This is an optimization exercise on Yosys and OpenROAD, whose aim is small area, a short achievable clock period and few clock cycles per item, not a production implementation. In this exercise RTL edits were held to simulation tests only and were not proved equivalent to the original.

==> flow/design.v, too long to show whole: its modules and the start of the top module <==
// module lms_seq: 19 lines
// module lms_mac: 1082 lines
// module lms_gp: 12 lines
// module lms_fa: 11 lines
// module weight_bank: 21 lines
// module lms_weight_update: 29 lines
module lms_weight_update
(
    input  logic                       clk,
    input  logic                       rstn,
    input  logic                       start,      
    input  logic [lms_pkg::ERR_W-1:0]  err,        
    input  logic [lms_pkg::REFS_W-1:0] refs,       
    output logic                       busy,       
    output logic                       done,       
    output logic [lms_pkg::BANK_W-1:0] weights     
);
  // ...
==> flow/flow/run.sh <==
#!/bin/bash
# Standard layout, with plain buffers on the ports instead of the delay
# buffers buffer_ports picks by default.
set -euo pipefail
export BUFFER_PORTS_ARGS="-buffer_cell sky130_fd_sc_hd__buf_2"
bash standard.sh finish > standard_flow.log 2>&1
==> flow/standard.sh <==
#!/bin/bash
# synth_recipe.tcl (not shown) runs the flow's synth.tcl, then flattens the netlist and writes it again
# the make line also repeats each setting of config.mk as NAME=value (left out here)
make -C /OpenROAD-flow-scripts/flow DESIGN_CONFIG=/design/flow/config.mk WORK_HOME=/design/flow/orfs CLKGATE_MAP_FILE= SYNTH_SCRIPT=/design/flow/synth_recipe.tcl "${@:-finish}"
==> flow/config.mk <==
export PLATFORM = sky130hd
export DESIGN_NAME = lms_weight_update
export DESIGN_NICKNAME = lms_weight_update
export VERILOG_FILES = /design/flow/design.v
export SDC_FILE = /design/flow/constraint.sdc
export NUM_CORES = 4
export LEC_CHECK = 0
export CAP_MARGIN = 20
export CORE_MARGIN = 2
export CORE_UTILIZATION = 55
export SETUP_SLACK_MARGIN = 3.5
export SLEW_MARGIN = 20
export SYNTH_HIERARCHICAL = 1
export SYNTH_MINIMUM_KEEP_SIZE = 0
==> flow/constraint.sdc <==
create_clock -name core_clock -period 9.0 [get_ports {clk}]
set_input_delay 1.8000 -clock core_clock [delete_from_list [all_inputs] [get_ports {clk}]]
set_output_delay 1.8000 -clock core_clock [all_outputs]
set_load 0.01 [all_outputs]
==> flow_metrics.py, run 1 <==
metrics = {
    "finish": {
        "inv_count": 1216,
        "regArea_um2": 17300,
        "largest_class": "multi-input gates",
        "final_cell_mix": "2,528 x nand2_1, 2,448 x fa_1, 1,216 x inv_1",
        "final_common_cell": "nand2_1",
        "antenna_cells": 53,
        "num-multi-input-gates": 8417,
    },
    "clock_network": {
        "ctsResizeCount": 169,
        "clock_sinks": 657,
        "cts_max_path_buffers": 3,
        "root_buffer": "clkbuf_16",
        "clk_pin_slew_ns": 0.06,
    },
    "drt": {
        "drc": 0,
        "wire_per_inst_um": 22.2,
        "drt_iter0_markers": 4690,
    },
    "critical_path": {
        "r2r_cells": 7,
        "cp_slowest_stage_delay_ns": 0.58,
        "r2r-start": "u_bank.g_tap[3].u_mac.qw[11]$_DFF_PN1_",
        "cp_max_fo": 14,
        "crit_top_cell": "fa_1",
    },
    "placement": {
        "port_buffers": 750,
    },
    "run_status": {
        "status": "no timing/DRC/antenna violations",
    },
    "global_route": {
        "antenna_found_initial": 84,
    },
    "timing": {
        "hold_viol": 0,
        "finalWorstSetupSlack_ns": 3.58,
        "tightest_slew_ns": 0.908,
        "finalSetupTns_ns": 0,
    },
    "die": {
        "dieArea_um2": 202000,
        "tap_cells": 2640,
    },
    "min_path": {
        "hold_path.class": "register to register",
    },
    "logic_synthesis": {
        "postSynthCellCount": 10500,
    },
}
Testbench counts, summed over its fixed seeds: cycles 960, sweeps 960.
==> inputs of run 2 (changes only) <==
--- a/flow/config.mk
+++ b/flow/config.mk
@@ -8,7 +8,7 @@
 export CAP_MARGIN = 20
 export CORE_MARGIN = 2
 export CORE_UTILIZATION = 55
-export SETUP_SLACK_MARGIN = 3.5
+export SETUP_SLACK_MARGIN = 3.8
 export SLEW_MARGIN = 20
 export SYNTH_HIERARCHICAL = 1
 export SYNTH_MINIMUM_KEEP_SIZE = 0
==> run 2 against run 1 <==
  * Maximum frequency up 4.4%
  * First-iteration DRC count up 4.8%
  * Synthesized area unchanged
  * Sequential share of layout area is 0.24 points lower
  * Worst setup slack gained 0.23 ns
  * Largest cell class unchanged
==> flow_metrics.py, run 2 <==
metrics = {
    "timing": {
        "clock.fmax_mhz": 193,
        "period_needed_ns": 5.19,
        "fin_skew_ns": 0.0302,
        "tightest_slew_ns": 0.924,
        "finalSetupTns_ns": 0,
        "setup_viol": 0,
        "hold_viol": 0,
        "slew_headroom": 0.384,
        "period_share": 0.577,
        "rsz0062_at_grt": "true",
        "slew_violations": 0,
    },
    "clock_network": {
        "clk_pin_slew_ns": 0.06,
        "htreeDepth": 3,
        "clkLatencyLatePin_ns": 0.75,
        "cts_max_path_buffers": 3,
        "cts_tree": "built",
        "numCtsBuffers": 93,
        "root_buffer": "clkbuf_16",
        "holdBufCountCts": 0,
        "clock_sinks": 657,
    },
    "logic_synthesis": {
        "netlist_area_um2": 109000,
        "syn_avg_cell_area_um2": 10.4,
        "postSynthCellCount": 10500,
        "yosysWarnings": 8,
    },
    "global_route": {
        "grt_use_total": 0.324,
        "grt_overflow_total": 0,
        "grt_pass1_wl_um": 505000,
        "first_global_vias": 87800,
        "antenna_found_initial": 78,
        "grt_max_degree": 131,
    },
    "die": {
        "die_h_um": 450,
        "coreArea_um2": 197000,
        "fp.dieW_um": 450,
        "start_util": 0.553,
        "dieArea_um2": 202000,
        "io_pins": 752,
        "rows": 163,
    },
    "finish": {
        "fin_nets": 14500,
        "fill_cells": 16700,
        "drive_above_1_share": 0.193,
        "largest_reg_flops": 512,
        "final_cell_mix": "2,521 x nand2_1, 2,394 x fa_1, 1,210 x inv_1",
        "top_regs": "u_bank.g_tap.u_mac.qw: 512 flops, u_bank.g_tap.u_mac.qk: 144 flops, u_seq.done: 1 flops",
        "top_register": "u_bank.g_tap.u_mac.qw",
        "area_growth_pct": 11.2,
        "final_common_cell": "nand2_1",
    },
    "critical_path": {
        "crit_top_cell": "fa_1",
        "cp_max_fo": 23,
        "crit_required_ns": 9.66,
        "endpoint_kind": "register",
        "crit_buf_inv": 3,
        "path_class": "input port to register",
        "startpoint_type": "input port",
        "timing.critical_path.max_delay_family": "adder cells",
        "cp_slowest_stage_delay_ns": 0.55,
        "worstPathArrival_ns": 5.85,
        "cpMaxStageDelayCell": "fa_1",
        "path_cells": "clkbuf_16, buf_16, buf_4, and2_4, nand2_1, fa_1, fa_1, fa_1, fa_1, fa_1, ha_1, xnor2_1",
    },
    "drt": {
        "wire_per_inst_um": 22.9,
        "num_vias": 78400,
        "vias_per_cell": 5.60,
        "drt-total-wl_um": 321000,
        "drt_iter0_markers": 4915,
        "first_pass_iters": 6,
        "drc": 0,
        "drtAntennaViolNets": 0,
    },
    "min_path": {
        "hold_path.class": "register to register",
    },
    "run_status": {
        "status": "no timing/DRC/antenna violations",
    },
    "placement": {
        "gp_congestion": 0.922,
        "hpwlAfterDp_um": 246000,
        "port_buffers": 750,
    },
    "flow_run": {
        "maxCapViolCount": 0,
    },
}
[run 2: path summary, 6_finish.rpt]
check	start	cells after the start	slack (ns)	to
hold reg to reg	u_bank.g_tap[3].u_mac.qw[31]$_DFF_PN1_	1	0.49	u_bank.g_tap[3].u_mac.qw[31]$_DFF_PN1_
min in group asynchronous	rstn	1	1.38	u_bank.g_tap[1].u_mac.qw[7]$_DFF_PN1_
setup / recovery	start	12	3.81	u_bank.g_tap[3].u_mac.qw[13]$_DFF_PN1_
max in group asynchronous	rstn	3	6.12	u_bank.g_tap[2].u_mac.qw[16]$_DFF_PN1_
hold / removal	u_bank.g_tap[3].u_mac.qw[31]$_DFF_PN1_	1	0.49	u_bank.g_tap[3].u_mac.qw[31]$_DFF_PN1_
setup reg to reg	u_bank.g_tap[3].u_mac.qw[11]$_DFF_PN1_	7	5.34	u_bank.g_tap[3].u_mac.qw[13]$_DFF_PN1_
[run 2: final cells by class]
| type | count | area (µm²) | share of cell area |
|---|---|---|---|
| Timing Repair Buffer | 831 | 4600 | 0.0378 |
| Clock inverter | 51 | 788 | 0.00649 |
| Inverter | 1216 | 4560 | 0.0376 |
| Clock buffer | 122 | 2650 | 0.0218 |
| Tap cell | 2640 | 3300 | 0.0272 |
| Sequential cell | 657 | 17300 | 0.142 |
| Multi-Input combinational cell | 8418 | 88200 | 0.726 |
| Antenna cell | 46 | 115 | 0.000947 |
[run 2: metrics by stage]
| stage | utilization | hold slack, ns | std cells | area (µm²) | setup WS [ns] |
|---|---|---|---|---|---|
| floorplan | - | 0.475 | 10700 | 111000 | 3.60 |
| global placement | 0.589 | 0.483 | 13700 | 116000 | 2.40 |
| detailed placement | 0.589 | 0.485 | 13700 | 116000 | 2.24 |
| CTS | 0.611 | 0.495 | 13900 | 121000 | 3.70 |
| global route | 0.615 | 0.501 | 14000 | 121000 | 3.74 |
| finish | 0.615 | 0.493 | 14000 | 122000 | 3.81 |
[run 2: worst reg2reg max path: cells and delay by family (launching register included)]
family     cells  cell delay, ns
xor+xnor       1            0.20
fa+ha+maj      6            2.74
flops          1            0.63
[run 2: metal layers]
metal  share of wire  global-route usage  vias to the layer above
met4           0.064               0.184                       36
met3           0.067              0.0632                      721
met2            0.49               0.531                     2940
li1                -                   -                    33800
met1            0.38               0.404                    40900
met5         0.00066                   0                        -
[run 2: what timing repair did]
item | 4_1_cts | 5_1_grt
endpoints found under the setup margin | 440 | 237
gates cloned | 2 | 3
pin swaps | 42 | 58
resized for setup | 148 | 101
setup buffers | 15 | 42
==> inputs of run 3 (changes only) <==
--- a/flow/config.mk
+++ b/flow/config.mk
@@ -7,7 +7,7 @@
 export LEC_CHECK = 0
 export CAP_MARGIN = 20
 export CORE_MARGIN = 2
-export CORE_UTILIZATION = 55
+export CORE_UTILIZATION = 65
 export SETUP_SLACK_MARGIN = 3.8
 export SLEW_MARGIN = 20
 export SYNTH_HIERARCHICAL = 1
==> run 3 against run 2 <==
  * Synthesized cell count is the same
  * Wire length down 3.1%
  * First-iteration DRC count grew 16%
  * Largest cell class unchanged
==> flow_metrics.py, run 3 <==
metrics = {
    "finish": {
        "final_common_cell": "nand2_1",
        "fin_nets": 14500,
        "area_growth_pct": 9.91,
        "regArea_um2": 17300,
        "fill_cells": 12600,
        "final_cell_mix": "2,521 x nand2_1, 2,394 x fa_1, 1,215 x inv_1",
        "multi_input_area_um2": 87600,
        "top_register": "u_bank.g_tap.u_mac.qw",
        "largest_reg_flops": 512,
        "top_regs": "u_bank.g_tap.u_mac.qw: 512 flops, u_bank.g_tap.u_mac.qk: 144 flops, u_seq.done: 1 flops",
        "drive_above_1_share": 0.185,
    },
    "timing": {
        "hold_slack_ns": 0.492,
        "finalWorstSetupSlack_ns": 3.82,
        "clock.fmax_mhz": 193,
        "finalSetupTns_ns": 0,
        "period_needed_ns": 5.18,
        "fin_skew_ns": 0.0266,
        "tightest_slew_ns": 0.884,
        "slew_violations": 0,
        "rsz0062_at_grt": "true",
        "setup_viol": 0,
        "hold_viol": 0,
        "period_share": 0.576,
        "slew_headroom": 0.411,
    },
    "flow_run": {
        "maxCapViolCount": 0,
    },
    "die": {
        "rows": 150,
        "fp.dieW_um": 414,
        "die_h_um": 414,
        "start_util": 0.654,
        "coreArea_um2": 167000,
        "io_pins": 752,
        "dieArea_um2": 171000,
    },
    "global_route": {
        "grt_overflow_total": 0,
        "first_global_vias": 86700,
        "grt_pass1_wl_um": 487000,
        "antenna_found_initial": 73,
        "grt_use_total": 0.372,
        "grt_max_degree": 132,
    },
    "critical_path": {
        "endpoint_kind": "register",
        "cp_max_fo": 34,
        "r2r_setup_slack_ns": 5.36,
        "startpoint_type": "input port",
        "path_class": "input port to register",
        "critPathLaunch": "err[0]",
        "worstPathArrival_ns": 5.83,
        "r2r_end": "u_bank.g_tap[5].u_mac.qw[13]$_DFF_PN1_",
        "r2r_cells": 7,
        "endpoint": "u_bank.g_tap[5].u_mac.qw[13]$_DFF_PN1_",
        "r2r-start": "u_bank.g_tap[5].u_mac.qw[11]$_DFF_PN1_",
        "crit_required_ns": 9.65,
    },
    "logic_synthesis": {
        "syn_avg_cell_area_um2": 10.4,
        "postSynthCellCount": 10500,
        "yosysWarnings": 8,
        "netlist_area_um2": 109000,
    },
    "placement": {
        "dp_slack_ns": 2.28,
        "port_buffers": 750,
        "hpwlAfterDp_um": 237000,
        "gp_congestion": 0.949,
    },
    "drt": {
        "num_vias": 79700,
        "drtAntennaViolNets": 0,
        "first_pass_iters": 6,
        "drt-total-wl_um": 311000,
        "drc": 0,
        "vias_per_cell": 5.88,
        "drt_iter0_markers": 5717,
        "wire_per_inst_um": 22.9,
    },
    "run_status": {
        "status": "no timing/DRC/antenna violations",
    },
    "clock_network": {
        "clock_sinks": 657,
        "clk_pin_slew_ns": 0.06,
        "cts_tree": "built",
        "clkLatencyLatePin_ns": 0.75,
        "htreeDepth": 3,
        "numCtsBuffers": 88,
        "root_buffer": "clkbuf_16",
        "cts_max_path_buffers": 3,
    },
    "min_path": {
        "hold_path.class": "register to register",
    },
}
[run 3: worst max-delay path, cell delays in order]
cell     delay (ns)
buf_8          0.38
and2_4         0.38
nand2_1        0.12
fa_1           0.58
fa_1           0.47
fa_1           0.44
fa_1           0.54
fa_1           0.47
ha_1           0.33
xnor2_1        0.20
[run 3: how the worst min path moves through the flow]
stage | startpoint | end | slack, ns | cells after the start
after floorplan | u_bank.g_tap[0].u_mac.qw[31]$_DFF_PN1_ | u_bank.g_tap[0].u_mac.qw[31]$_DFF_PN1_ | 0.48 | 1
after global placement | u_bank.g_tap[4].u_mac.qw[31]$_DFF_PN1_ | u_bank.g_tap[4].u_mac.qw[31]$_DFF_PN1_ | 0.48 | 1
after detailed placement | u_bank.g_tap[9].u_mac.qw[31]$_DFF_PN1_ | u_bank.g_tap[9].u_mac.qw[31]$_DFF_PN1_ | 0.48 | 1
after CTS | u_bank.g_tap[14].u_mac.qw[31]$_DFF_PN1_ | u_bank.g_tap[14].u_mac.qw[31]$_DFF_PN1_ | 0.50 | 1
after global routing | u_bank.g_tap[8].u_mac.qw[31]$_DFF_PN1_ | u_bank.g_tap[8].u_mac.qw[31]$_DFF_PN1_ | 0.50 | 1
final | u_bank.g_tap[9].u_mac.qw[31]$_DFF_PN1_ | u_bank.g_tap[9].u_mac.qw[31]$_DFF_PN1_ | 0.49 | 1
[run 3: through the flow]
stage	utilization	std cells	cell area (µm²)
6_report	0.719	13600	120000
5_1_grt	0.718	13500	120000
4_1_cts	0.713	13400	119000
3_5_place_dp	0.693	13300	116000
3_3_place_gp	0.693	13300	116000
2_1_floorplan	-	10700	111000
[run 3: per-layer routing]
metal	track usage	vias to the layer above	wire (µm)
met5	0	-	161
met4	0.248	24	23600
met3	0.0814	1051	24700
met2	0.588	3797	149000
met1	0.462	41000	113000
li1	-	33800	-
[run 3: area by class of cell]
type	count	share of cell area
multi-input cells	8419	0.730
flip-flops and latches	657	0.144
inverters	1216	0.0380
repair buffers	827	0.0380
well taps	2204	0.0230
clock buffers	124	0.0217
clock inverters	39	0.00441
diodes	65	0.00135
[run 3: what timing repair did]
action / 4_1_cts / 5_1_grt
endpoints found under the setup margin: 400 / 209
setup buffers: 1 / 49
hold buffers: 0 / 0
gates cloned: 3 / 4
pin swaps: 6 / 24
resized for setup: 73 / 61
==> inputs of run 4 (changes only) <==
==> flow/flow/run.sh (replaced) <==
#!/bin/bash
# Standard layout, with plain buffers on the ports instead of the delay
# buffers buffer_ports picks by default.
set -euo pipefail
export BUFFER_PORTS_ARGS="-buffer_cell sky130_fd_sc_hd__buf_1"
bash standard.sh finish > standard_flow.log 2>&1
--- a/flow/config.mk
+++ b/flow/config.mk
@@ -7,7 +7,7 @@
 export LEC_CHECK = 0
 export CAP_MARGIN = 20
 export CORE_MARGIN = 2
-export CORE_UTILIZATION = 65
+export CORE_UTILIZATION = 55
 export SETUP_SLACK_MARGIN = 3.8
 export SLEW_MARGIN = 20
 export SYNTH_HIERARCHICAL = 1
==> run 4 against run 3 <==
  * Still clean on timing, DRC and antenna
  * Synthesized cell count did not move
  * Non-clock buffer count rose by 65
  * Hold slack improved by 0.0014 ns
  * Worst setup slack got worse by 0.040 ns
  * Clock-buffer cell count rose by 9
  * Die area rose by 18%
  * Clock skew rose by 0.0015 ns
==> flow_metrics.py, run 4 <==
metrics = {
    "critical_path": {
        "timing.critical_path.max_delay_family": "XOR/XNOR gates",
        "path_cells": "inv_2, ha_4, or3b_1, a2111oi_4, nor3_1, xnor2_1, buf_1",
        "cpMaxStageDelayCell": "xnor2_1",
        "startpoint_type": "register",
        "endpoint_kind": "output port",
        "cp_slowest_stage_delay_ns": 0.76,
        "crit_buf_inv": 2,
        "cp_max_fo": 6,
        "worstPathArrival_ns": 3.42,
        "crit_required_ns": 7.20,
        "path_class": "register to output port",
    },
    "run_status": {
        "status": "no timing/DRC/antenna violations",
    },
    "timing": {
        "rsz0062_at_grt": "true",
        "period_share": 0.581,
        "finalSetupTns_ns": 0,
        "clock.fmax_mhz": 191,
        "slew_headroom": 0.360,
        "hold_viol": 0,
        "fin_skew_ns": 0.0281,
        "period_needed_ns": 5.22,
        "tightest_slew_ns": 0.953,
        "slew_violations": 0,
        "setup_viol": 0,
        "finalWorstSetupSlack_ns": 3.78,
    },
    "drt": {
        "drt-total-wl_um": 319000,
        "drtAntennaViolNets": 0,
        "drc": 0,
        "wire_per_inst_um": 22.7,
        "first_pass_iters": 6,
        "num_vias": 78700,
        "vias_per_cell": 5.60,
        "drt_iter0_markers": 5150,
    },
    "placement": {
        "dp_slack_ns": 2.21,
        "gp_congestion": 0.936,
        "port_buffers": 750,
        "hpwlAfterDp_um": 245000,
        "dp_cells": 13700,
        "placed_area_um2": 116000,
    },
    "clock_network": {
        "cts_max_path_buffers": 3,
        "cts_tree": "built",
        "htreeDepth": 3,
        "clk_pin_slew_ns": 0.06,
        "numCtsBuffers": 95,
        "clock_sinks": 657,
        "clkLatencyLatePin_ns": 0.77,
        "root_buffer": "clkbuf_16",
    },
    "global_route": {
        "grt_max_degree": 141,
        "first_global_vias": 87000,
        "antenna_found_initial": 62,
        "grt_use_total": 0.322,
        "grt_overflow_total": 0,
        "grt_pass1_wl_um": 502000,
    },
    "die": {
        "dieArea_um2": 202000,
        "start_util": 0.553,
        "coreArea_um2": 197000,
        "io_pins": 752,
        "fp.dieW_um": 450,
        "rows": 163,
        "die_h_um": 450,
    },
    "flow_run": {
        "maxCapViolCount": 0,
    },
    "finish": {
        "regArea_um2": 17300,
        "fin_nets": 14500,
        "final_cell_mix": "2,521 x nand2_1, 2,394 x fa_1, 1,212 x inv_1",
        "final_util": 0.614,
        "fill_cells": 17000,
        "multi_input_area_um2": 88400,
        "area_growth_pct": 10.9,
        "layout.cells.non_filler": 14000,
        "largest_reg_flops": 512,
        "drive_above_1_share": 0.134,
        "top_regs": "u_bank.g_tap.u_mac.qw: 512 flops, u_bank.g_tap.u_mac.qk: 144 flops, u_seq.done: 1 flops",
        "final_common_cell": "nand2_1",
        "top_register": "u_bank.g_tap.u_mac.qw",
        "final_cell_area_um2": 121000,
    },
    "logic_synthesis": {
        "yosysWarnings": 8,
        "syn_avg_cell_area_um2": 10.4,
        "netlist_area_um2": 109000,
        "postSynthCellCount": 10500,
    },
    "min_path": {
        "hold_path.class": "register to register",
    },
}
## run 4: what timing repair did
| action | CTS | global route |
|---|---|---|
| endpoints found under the hold margin | 0 | 0 |
| gates cloned | 2 | 4 |
| hold buffers | 0 | 0 |
| endpoints found under the setup margin | 469 | 216 |
| pin swaps | 33 | 56 |
| setup buffers | 21 | 85 |
| gates resized for setup | 152 | 144 |
## run 4: per-layer routing
| metal | track usage | vias to the layer above | part of all wire |
|---|---|---|---|
| met5 | 0 | - | 0.00047 |
| met4 | 0.184 | 24 | 0.066 |
| met3 | 0.0636 | 725 | 0.068 |
| met2 | 0.526 | 3027 | 0.49 |
| met1 | 0.402 | 41000 | 0.38 |
| li1 | - | 33900 | - |
## run 4: cell type report
type                       count  share of cell area
clock inverter                42             0.00505
tap                         2640              0.0273
inverter                    1216              0.0377
clock buffer                 133              0.0231
sequential                   657               0.142
multi-input combinational   8419               0.729
antenna                       45            0.000929
timing repair buffer         892              0.0345
## run 4: final timing paths
path / start / endpoint / slack (ns) / cells past startpoint
setup / recovery: u_bank.g_tap[13].u_mac.qw[16]$_DFF_PN1_ / weights[436] / 3.78 / 7
min in group asynchronous: rstn / u_bank.g_tap[1].u_mac.qw[3]$_DFF_PN1_ / 1.44 / 1
setup reg to reg: u_bank.g_tap[5].u_mac.qw[11]$_DFF_PN1_ / u_bank.g_tap[5].u_mac.qk[4]$_DFF_PN1_ / 5.36 / 7
hold / removal: u_bank.g_tap[4].u_mac.qw[31]$_DFF_PN1_ / u_bank.g_tap[4].u_mac.qw[31]$_DFF_PN1_ / 0.49 / 1
max in group asynchronous: rstn / u_bank.g_tap[5].u_mac.qk[5]$_DFF_PN1_ / 6.24 / 3
hold reg to reg: u_bank.g_tap[4].u_mac.qw[31]$_DFF_PN1_ / u_bank.g_tap[4].u_mac.qw[31]$_DFF_PN1_ / 0.49 / 1
## run 4: metrics by stage
stage               hold slack (ns)
finish                        0.494
global route                  0.502
CTS                           0.495
detailed placement            0.486
global placement              0.482
floorplan                     0.475
==> inputs of run 5 (changes only) <==
--- a/flow/config.mk
+++ b/flow/config.mk
@@ -8,7 +8,7 @@
 export CAP_MARGIN = 20
 export CORE_MARGIN = 2
 export CORE_UTILIZATION = 55
-export SETUP_SLACK_MARGIN = 3.8
+export SETUP_SLACK_MARGIN = 4.0
 export SLEW_MARGIN = 20
 export SYNTH_HIERARCHICAL = 1
 export SYNTH_MINIMUM_KEEP_SIZE = 0
==> run 5 against run 4 <==
  * Critical path depth grew 2
  * Synthesized area is the same
  * Via count grew 3.7%
  * Still clean
  * Critical endpoint is now weights[447]
  * Synthesized cell count is the same
  * Design area grew 6.0%
==> flow_metrics.py, run 5 <==
metrics = {
    "finish": {
        "fin_nets": 15000,
        "drive_above_1_share": 0.215,
        "largest_reg_flops": 512,
        "final_common_cell": "nand2_1",
        "top_regs": "u_bank.g_tap.u_mac.qw: 512 flops, u_bank.g_tap.u_mac.qk: 144 flops, u_seq.done: 1 flops",
        "final_util": 0.651,
        "final_cell_mix": "2,493 x nand2_1, 2,183 x fa_1, 1,179 x inv_1",
        "top_register": "u_bank.g_tap.u_mac.qw",
        "layout.cells.non_filler": 14500,
        "area_growth_pct": 17.6,
    },
    "logic_synthesis": {
        "postSynthCellCount": 10500,
        "netlist_area_um2": 109000,
        "syn_avg_cell_area_um2": 10.4,
        "yosysWarnings": 8,
    },
    "die": {
        "fp.dieW_um": 450,
        "coreArea_um2": 197000,
        "rows": 163,
        "dieArea_um2": 202000,
        "start_util": 0.553,
        "die_h_um": 450,
        "io_pins": 752,
    },
    "clock_network": {
        "cts_tree": "built",
        "clock_sinks": 657,
        "clkLatencyLatePin_ns": 0.77,
        "clk_pin_slew_ns": 0.06,
        "holdBufCountCts": 0,
        "root_buffer": "clkbuf_16",
        "htreeDepth": 3,
        "cts_max_path_buffers": 3,
        "numCtsBuffers": 94,
    },
    "critical_path": {
        "path_cells": "inv_2, ha_4, and4bb_2, o211ai_1, a311oi_2, buf_4, o211ai_1, xor2_2, buf_2",
        "cp_slowest_stage_delay_ns": 0.55,
        "endpoint_kind": "output port",
        "cp_max_fo": 5,
        "path_class": "register to output port",
        "crit_top_cell": "o211ai_1",
        "crit_required_ns": 7.20,
        "cpMaxStageDelayCell": "dfstp_2",
        "startpoint_type": "register",
        "worstPathArrival_ns": 3.31,
    },
    "placement": {
        "gp_congestion": 0.915,
        "port_buffers": 750,
        "dp_cells": 13700,
        "hpwlAfterDp_um": 247000,
    },
    "timing": {
        "rsz0062_at_grt": "true",
        "slew_violations": 0,
        "setup_viol": 0,
        "hold_slack_ns": 0.492,
        "clock.fmax_mhz": 196,
        "finalSetupTns_ns": 0,
        "hold_viol": 0,
        "period_needed_ns": 5.11,
        "slew_headroom": 0.338,
        "period_share": 0.568,
        "tightest_slew_ns": 0.993,
        "fin_skew_ns": 0.0365,
    },
    "drt": {
        "drt_iter0_markers": 5376,
        "wire_per_inst_um": 23.1,
        "vias_per_cell": 5.62,
        "drt-total-wl_um": 336000,
        "first_pass_iters": 6,
        "drc": 0,
        "num_vias": 81600,
        "drtAntennaViolNets": 0,
    },
    "flow_run": {
        "maxCapViolCount": 0,
    },
    "global_route": {
        "antenna_found_initial": 73,
        "grt_pass1_wl_um": 514000,
        "first_global_vias": 89500,
        "grt_use_total": 0.329,
        "grt_max_degree": 130,
        "grt_overflow_total": 0,
    },
    "min_path": {
        "hold_path.class": "register to register",
    },
    "run_status": {
        "status": "no timing/DRC/antenna violations",
    },
}
==> run 5: cell type report <==
type	instances	area, µm²
inverter	1216	4560
timing repair buffer	1326	8580
clock buffer	125	2680
fill	16000	68900
antenna	49	123
sequential	657	17300
clock inverter	48	659
multi-input combinational	8452	91300
tap	2640	3300
==> run 5: final timing paths <==
kind	start	end	slack [ns]	depth (start not counted)
worst min-delay path	u_bank.g_tap[14].u_mac.qw[31]$_DFF_PN1_	u_bank.g_tap[14].u_mac.qw[31]$_DFF_PN1_	0.49	1
min in group asynchronous	rstn	u_bank.g_tap[14].u_mac.qw[31]$_DFF_PN1_	1.27	1
worst max register to register	u_bank.g_tap[3].u_mac.qk[4]$_DFF_PN1_	u_bank.g_tap[3].u_mac.qk[5]$_DFF_PN1_	5.29	9
worst min register to register	u_bank.g_tap[14].u_mac.qw[31]$_DFF_PN1_	u_bank.g_tap[14].u_mac.qw[31]$_DFF_PN1_	0.49	1
worst max-delay path	u_bank.g_tap[13].u_mac.qw[16]$_DFF_PN1_	weights[447]	3.89	9
max in group asynchronous	rstn	u_seq.done$_DFF_PN0_	6.23	3
==> run 5: per-stage QoR <==
| step | cell area, µm² | setup WS, ns |
|---|---|---|
| after floorplan | 112000 | 3.60 |
| after global placement | 116000 | 2.16 |
| after detailed placement | 116000 | 2.17 |
| after CTS | 123000 | 3.80 |
| after global routing | 128000 | 3.81 |
| final | 128000 | 3.89 |
==> run 5: critical path, delay by kind of cell (launching register included) <==
family | cells | cell delay, ns
flops | 1 | 0.55
compound gates | 3 | 0.60
buf+inv | 3 | 0.47
simple gates | 1 | 0.27
xor+xnor | 1 | 0.39
fa+ha+maj | 1 | 0.29
==> run 5: repair_timing <==
action,CTS,global route
gates cloned,16,39
setup endpoints to repair,666,377
resized for setup,430,579
buffers inserted,217,313
hold endpoints to repair,0,0
pin swaps,173,404
==> run 5: routing by layer <==
metal / track usage / part of all wire / wire length [µm]
met5: 0 / 0.00086 / 289
met4: 0.199 / 0.072 / 24300
met3: 0.0662 / 0.073 / 24400
met2: 0.538 / 0.48 / 162000
met1: 0.405 / 0.37 / 125000

## port drivers added, routing unchanged
How much do the figures lean on ideal ports? The routed layouts below were timed once more, with nothing changed but the port constraints. Step 1 assumes that a clkbuf_16 drives the clock port and a buf_2 every other input. Step 2 adds t to the input delays and takes it off the output delays; t is the mean of the earliest and latest rising clock arrival at the registers after step 1. Input paths then give back, and output paths get back, about the clock's delay inside the block. Three values: ideal, step 1, step 2; two values: the first two.
run | t, ns | setup slack, ns | worst setup path at the end | latest minus earliest clock arrival (ns) | cell pins on the clock port's net
run 1 | 0.836 | 3.578 / 3.523 / 2.780 | input to register | 0.032 / 0.032 | 1
run 2 | 0.838 | 3.808 / 3.491 / 2.653 | input to register | 0.041 / 0.042 | 1
run 3 | 0.818 | 3.815 / 3.534 / 2.717 | input to register | 0.038 / 0.037 | 1
run 4 | 0.836 | 3.775 / 3.568 / 2.732 | input to register | 0.036 / 0.036 | 1
run 5 | 0.855 | 3.888 / 3.762 / 2.907 | input to register | 0.039 / 0.040 | 1
After both steps setup and hold are still met in every run listed. For run 2, which loses most, drivers alone change the setup slack by -0.317 ns; drivers and shift together by -1.155 ns.
